What follows belongs to an exercise in optimizing a design on an open flow for small area; a production flow would make more cautious choices.
Only simulation tests tie the RTL to the original design; equivalence was not proved.

## run a
==> flow/design.v <==
`default_nettype none
package dekodierPkg;
    localparam int wortBreite   = 32;
    localparam int regAdrBreite = 6;    
    localparam int immBreite    = 26;
    localparam int regAnzahl    = 2 ** regAdrBreite;
    localparam logic [1:0] klasseRegister = 2'b00;
    localparam logic [1:0] klasseGrossImm = 2'b01;
    localparam logic [5:0] opAbsSprung      = 6'b101101;
    localparam logic [5:0] opBedSprung      = 6'b101110;
    localparam logic [5:0] opJal            = 6'b101111;
    localparam logic [5:0] opRelSprungGross = 6'b010000;
    localparam logic [5:0] opStore          = 6'b101100;
    localparam logic [5:0] opFloatLoad      = 6'b101011;
    localparam logic [4:0] loadPraefix      = 5'b10101;
    localparam int opFlagBreite = 9;
    localparam int flagImm      = 8;
    localparam int flagJal      = 7;
    localparam int flagRel      = 6;
    localparam int flagAbs      = 5;
    localparam int flagFloat    = 4;
    localparam int flagLoad     = 3;
    localparam int flagStore    = 2;
    localparam int flagUnbed    = 1;
    localparam int flagBed      = 0;
    typedef union packed {
        struct packed {
            logic [1:0] klasse;
            logic [3:0] frei;
            logic [4:0] ziel;
            logic [4:0] quelle1;
            logic [4:0] quelle2;
            logic [4:0] unbenutzt;
            logic [5:0] funktion;
        } regSicht;
        struct packed {
            logic [5:0]  opcode;
            logic [4:0]  ziel;
            logic [4:0]  quelle1;
            logic [15:0] imm16;
        } immSicht;
    } befehlWort;
endpackage
`default_nettype wire
`timescale 1ns/1ns
`default_nettype none
import dekodierPkg::*;
module leseDreier (
    input  wire logic [2:0] daten,
    input  wire logic [2:0] wahl,
    output logic            yN
);
    assign yN = ~|(daten & wahl);
endmodule
module leseSammeln (
    input  wire logic [20:0] gruppeN,
    output logic             daten
);
    assign daten = ~&gruppeN;
endmodule
module schreibPfad (
    input  wire logic                    rstN,
    input  wire logic                    schreibEnable,
    input  wire logic [regAdrBreite-1:0] schreibAdresse,
    input  wire logic [wortBreite-1:0]   schreibDaten,
    output logic      [regAnzahl-1:1]    laden,
    output logic      [wortBreite-1:0]   ladeDaten
);
    assign ladeDaten = rstN ? schreibDaten : '0;
    always_comb begin
        for (int i = 1; i < regAnzahl; i++) begin
            laden[i] = !rstN || (schreibEnable && schreibAdresse == i);
        end
    end
endmodule
module registerBank (
    input  wire logic [regAnzahl*wortBreite-1:0] register,    
    input  wire logic [regAnzahl-1:0]            wahl,        
    output logic      [wortBreite-1:0]           leseDaten
);
    for (genvar b = 0; b < wortBreite; b++) begin : gBit
        logic [20:0] gruppenN;
        for (genvar g = 0; g < 21; g++) begin : gGruppe
            leseDreier dreier (
                .daten ({register[(3*g+3)*wortBreite + b],
                         register[(3*g+2)*wortBreite + b],
                         register[(3*g+1)*wortBreite + b]}),
                .wahl  (wahl[3*g+3:3*g+1]),
                .yN    (gruppenN[g])
            );
        end
        leseSammeln sammeln (
            .gruppeN (gruppenN),
            .daten   (leseDaten[b])
        );
    end
endmodule
`default_nettype wire
`timescale 1ns/1ns
`default_nettype none
import dekodierPkg::*;
module instruktionsDekodierer (
    input  wire logic [wortBreite-1:0]   wort,
    output logic [regAdrBreite-1:0]      quellRegister1,
    output logic [regAdrBreite-1:0]      quellRegister2
);
    logic [5:0] opcode;
    logic       regFormat;
    logic       kleinFormat;
    logic       floatRegister;
    logic       storeBefehl;
    assign opcode        = wort[31:26];
    assign regFormat     = wort[31:30] == klasseRegister;
    assign kleinFormat   = opcode[5];
    assign floatRegister = regFormat && wort[5:4] == 2'b10;
    assign storeBefehl   = opcode == opStore;
    always_comb begin
        if (regFormat) begin
            quellRegister1 = {floatRegister, wort[20:16]};
        end else if (kleinFormat) begin
            quellRegister1 = {1'b0, wort[20:16]};
        end else begin
            quellRegister1 = '0;
        end
    end
    always_comb begin
        if (regFormat) begin
            quellRegister2 = {floatRegister, wort[15:11]};
        end else if (storeBefehl) begin
            quellRegister2 = {1'b0, wort[25:21]};    
        end else begin
            quellRegister2 = '0;
        end
    end
endmodule
`default_nettype wire
`timescale 1ns/1ns
`default_nettype none
import dekodierPkg::*;
module operandAuswahl (
    input  wire logic [wortBreite-1:0]   w,
    input  wire logic [wortBreite-1:0]   wertB,
    output logic [wortBreite-1:0]        operandB,
    output logic [regAdrBreite-1:0]      opZiel,
    output logic [5:0]                   opFunktion,
    output logic [opFlagBreite-1:0]      opFlags
);
    logic [5:0]            opcode;
    logic                  regFormat;
    logic                  grossFormat;
    logic                  kleinFormat;
    logic                  floatRegister;
    logic                  floatLoad;
    logic                  relSprungGross;
    logic                  ohneFunktion;
    logic                  immAktiv;
    logic                  jalBefehl;
    logic                  absoluterSprung;
    logic [wortBreite-1:0] immErweitert;
    assign opcode          = w[31:26];
    assign regFormat       = w[31:30] == klasseRegister;
    assign grossFormat     = w[31:30] == klasseGrossImm;
    assign kleinFormat     = opcode[5];
    assign floatRegister   = regFormat && w[5:4] == 2'b10;
    assign floatLoad       = opcode == opFloatLoad;
    assign relSprungGross  = opcode == opRelSprungGross;
    assign ohneFunktion    = opcode >= {loadPraefix, 1'b0} && opcode <= opJal;
    assign immAktiv        = grossFormat || kleinFormat;
    assign jalBefehl       = opcode == opJal;
    assign absoluterSprung = opcode == opAbsSprung;
    always_comb begin
        if (grossFormat) begin
            immErweitert = {{(wortBreite - immBreite){w[25]}}, w[25:0]};
        end else begin
            immErweitert = {{(wortBreite - 16){w[15]}}, w[15:0]};
        end
    end
    assign operandB = immAktiv ? immErweitert : wertB;
    always_comb begin
        if (regFormat) begin
            opZiel = {floatRegister, w[25:21]};
        end else if (kleinFormat) begin
            opZiel = {floatLoad, w[25:21]};
        end else begin
            opZiel = '0;
        end
    end
    always_comb begin
        if (regFormat) begin
            opFunktion = w[5:0];
        end else if (grossFormat || ohneFunktion) begin
            opFunktion = '0;
        end else begin
            opFunktion = {1'b0, opcode[4:0]};    
        end
    end
    always_comb begin
        opFlags            = '0;
        opFlags[flagImm]   = immAktiv;
        opFlags[flagJal]   = jalBefehl;
        opFlags[flagRel]   = jalBefehl || relSprungGross;
        opFlags[flagAbs]   = absoluterSprung;
        opFlags[flagFloat] = floatRegister || floatLoad;
        opFlags[flagLoad]  = opcode[5:1] == loadPraefix;
        opFlags[flagStore] = opcode == opStore;
        opFlags[flagUnbed] = absoluterSprung || jalBefehl || relSprungGross;
        opFlags[flagBed]   = opcode == opBedSprung;
    end
endmodule
`default_nettype wire
`timescale 1ns/1ns
`default_nettype none
import dekodierPkg::*;
module dekodierStufe (
    input  wire logic                    DekodierSignal,
    input  wire logic                    rstN,
    input  wire logic [wortBreite-1:0]   befehl,
    input  wire logic                    befehlValid,
    output logic                         befehlReady,
    input  wire logic                    schreibEnable,
    input  wire logic [regAdrBreite-1:0] schreibAdresse,
    input  wire logic [wortBreite-1:0]   schreibDaten,
    output logic                         opValid,
    input  wire logic                    opReady,
    output logic [wortBreite-1:0]        operandA,
    output logic [wortBreite-1:0]        operandB,
    output logic [wortBreite-1:0]        storeDaten,
    output logic [regAdrBreite-1:0]      opZiel,
    output logic [5:0]                   opFunktion,
    output logic [opFlagBreite-1:0]      opFlags
);
    logic                              decValid;
    logic                              decReady;
    logic                              annahme;
    logic                              uebernahme;
    logic [wortBreite-1:0]             aktuellerBefehl;
    logic [wortBreite-1:0]             ausgabeBefehl;
    logic [wortBreite-1:0]             wertB;
    logic [regAdrBreite-1:0]           quellRegister1;
    logic [regAdrBreite-1:0]           quellRegister2;
    logic [wortBreite-1:0]             leseDaten1;
    logic [wortBreite-1:0]             leseDaten2;
    logic [regAnzahl*wortBreite-1:0]   register;
    logic [regAnzahl-1:1]              laden;
    logic [wortBreite-1:0]             ladeDaten;
    logic [regAnzahl-1:0]              wahl1;
    logic [regAnzahl-1:0]              wahl2;
    assign decReady    = !opValid || opReady;
    assign befehlReady = !decValid || decReady;
    assign annahme     = befehlValid && befehlReady;
    assign uebernahme  = decValid && decReady;
    always_ff @(posedge DekodierSignal) begin
        if (!rstN) begin
            decValid <= 1'b0;
        end else if (annahme) begin
            decValid <= 1'b1;
        end else if (decReady) begin
            decValid <= 1'b0;
        end
    end
    always_ff @(posedge DekodierSignal) begin
        if (!rstN) begin
            opValid <= 1'b0;
        end else if (uebernahme) begin
            opValid <= 1'b1;
        end else if (opReady) begin
            opValid <= 1'b0;
        end
    end
    always_ff @(posedge DekodierSignal) begin
        if (annahme) begin
            aktuellerBefehl <= befehl;
        end
    end
    always_ff @(posedge DekodierSignal) begin
        if (uebernahme) begin
            operandA      <= leseDaten1;
            wertB         <= leseDaten2;
            ausgabeBefehl <= aktuellerBefehl;
        end
    end
    assign storeDaten = wertB;
    schreibPfad pfad (
        .rstN           (rstN),
        .schreibEnable  (schreibEnable),
        .schreibAdresse (schreibAdresse),
        .schreibDaten   (schreibDaten),
        .laden          (laden),
        .ladeDaten      (ladeDaten)
    );
    always_ff @(posedge DekodierSignal) begin
        for (int i = 1; i < regAnzahl; i++) begin
            if (laden[i]) begin
                register[i*wortBreite +: wortBreite] <= ladeDaten;
            end
        end
    end
    always_comb begin
        wahl1 = '0;
        wahl2 = '0;
        for (int i = 1; i < regAnzahl; i++) begin
            wahl1[i] = quellRegister1 == i;
            wahl2[i] = quellRegister2 == i;
        end
    end
    assign register[wortBreite-1:0] = '0;    
    instruktionsDekodierer dekodierer (
        .wort           (aktuellerBefehl),
        .quellRegister1 (quellRegister1),
        .quellRegister2 (quellRegister2)
    );
    registerBank lesen1 (
        .register  (register),
        .wahl      (wahl1),
        .leseDaten (leseDaten1)
    );
    registerBank lesen2 (
        .register  (register),
        .wahl      (wahl2),
        .leseDaten (leseDaten2)
    );
    operandAuswahl auswahl (
        .w          (ausgabeBefehl),
        .wertB      (wertB),
        .operandB   (operandB),
        .opZiel     (opZiel),
        .opFunktion (opFunktion),
        .opFlags    (opFlags)
    );
endmodule
`default_nettype wire
export LEC_CHECK = 0
export CAP_MARGIN = 30
export CORE_MARGIN = 2
export CORE_UTILIZATION = 40
export CTS_BUF_LIST = sky130_fd_sc_hd__clkbuf_8
export CTS_CLUSTER_DIAMETER = 100
export CTS_CLUSTER_SIZE = 12
export SETUP_SLACK_MARGIN = 0.2
export SLEW_MARGIN = 30
export SYNTH_HIERARCHICAL = 1
export SYNTH_MINIMUM_KEEP_SIZE = 0
create_clock -name core_clock -period 7.0 [get_ports {DekodierSignal}]
standard.sh (not shown) runs the stock make flow with config.mk's settings and CLKGATE_MAP_FILE= SYNTH_SCRIPT=/design/flow/synth_recipe.tcl, a recipe that flattens the netlist after the stock synthesis.
==> flow/flow/run.sh <==
#!/bin/bash
# The standard layout (standard.sh, unchanged synthesis and steps) with two
# settings ORFS reads from the environment:
#  - port buffers are the smallest buffer, buf_1, instead of clkdlybuf4s50_1;
set -euo pipefail
export BUFFER_PORTS_ARGS="-buffer_cell sky130_fd_sc_hd__buf_1"
export CTS_ARGS="-sink_clustering_enable -repair_clock_nets -buf_list sky130_fd_sc_hd__clkbuf_8 -sink_clustering_size 12 -sink_clustering_max_diameter 100 -dont_use_dummy_load"
bash standard.sh > standard_flow.log 2>&1
Edits applied to the flow inputs when going from run a to run b:
==> flow/flow/run.sh <==
#!/bin/bash
# The standard layout (standard.sh, unchanged synthesis and steps) with two
# settings ORFS reads from the environment:
#  - port buffers are the smallest buffer, buf_1, instead of clkdlybuf4s50_1;
#  - after global routing's repair, cells on paths with slack are downsized
#    (ORFS's recover_power step, RECOVER_POWER percent of the paths).
# The full output of the flow goes to standard_flow.log in the work folder;
# each ORFS step also keeps its own log under orfs/logs/.
set -euo pipefail
export BUFFER_PORTS_ARGS="-buffer_cell sky130_fd_sc_hd__buf_1"
export RECOVER_POWER=100
bash standard.sh > standard_flow.log 2>&1
The layout from run b, despite a flow that completed every stage, fails the layout checks, with the failing checks listed as capacitance limit, slew limit. Compared with run a, run b has less setup slack. Fraction of standard cell area in multi-input logic of run b is on par with run a. The utilization of run a and that of run b are within noise of each other.

-- separate check: timing with driven ports --
In the flow no input, the clock included, has a driving cell. The finished layouts below were timed again as built, in two steps. Step 1: set_driving_cell puts a clkbuf_16 on DekodierSignal and a buf_2 on each other input, an assumption about the parent block. Step 2 times the ports against the registers' clock, not the clock port: input delays grow and output delays shrink by t, the midpoint of the rising clock arrivals with the driver on. a / b / c = ideal ports / drivers / drivers and shift; a / b = the first two.
run	t, ns	setup slack, ns	worst register clock-pin slew, ns
run a	1.052	1.732 / 1.732 / 1.732	0.09 / 0.09
run b	1.085	0.731 / 0.776 / -0.309	0.10 / 0.10
For run b, which loses most, drivers alone change the setup slack by +0.045 ns; drivers and shift together by -1.040 ns.
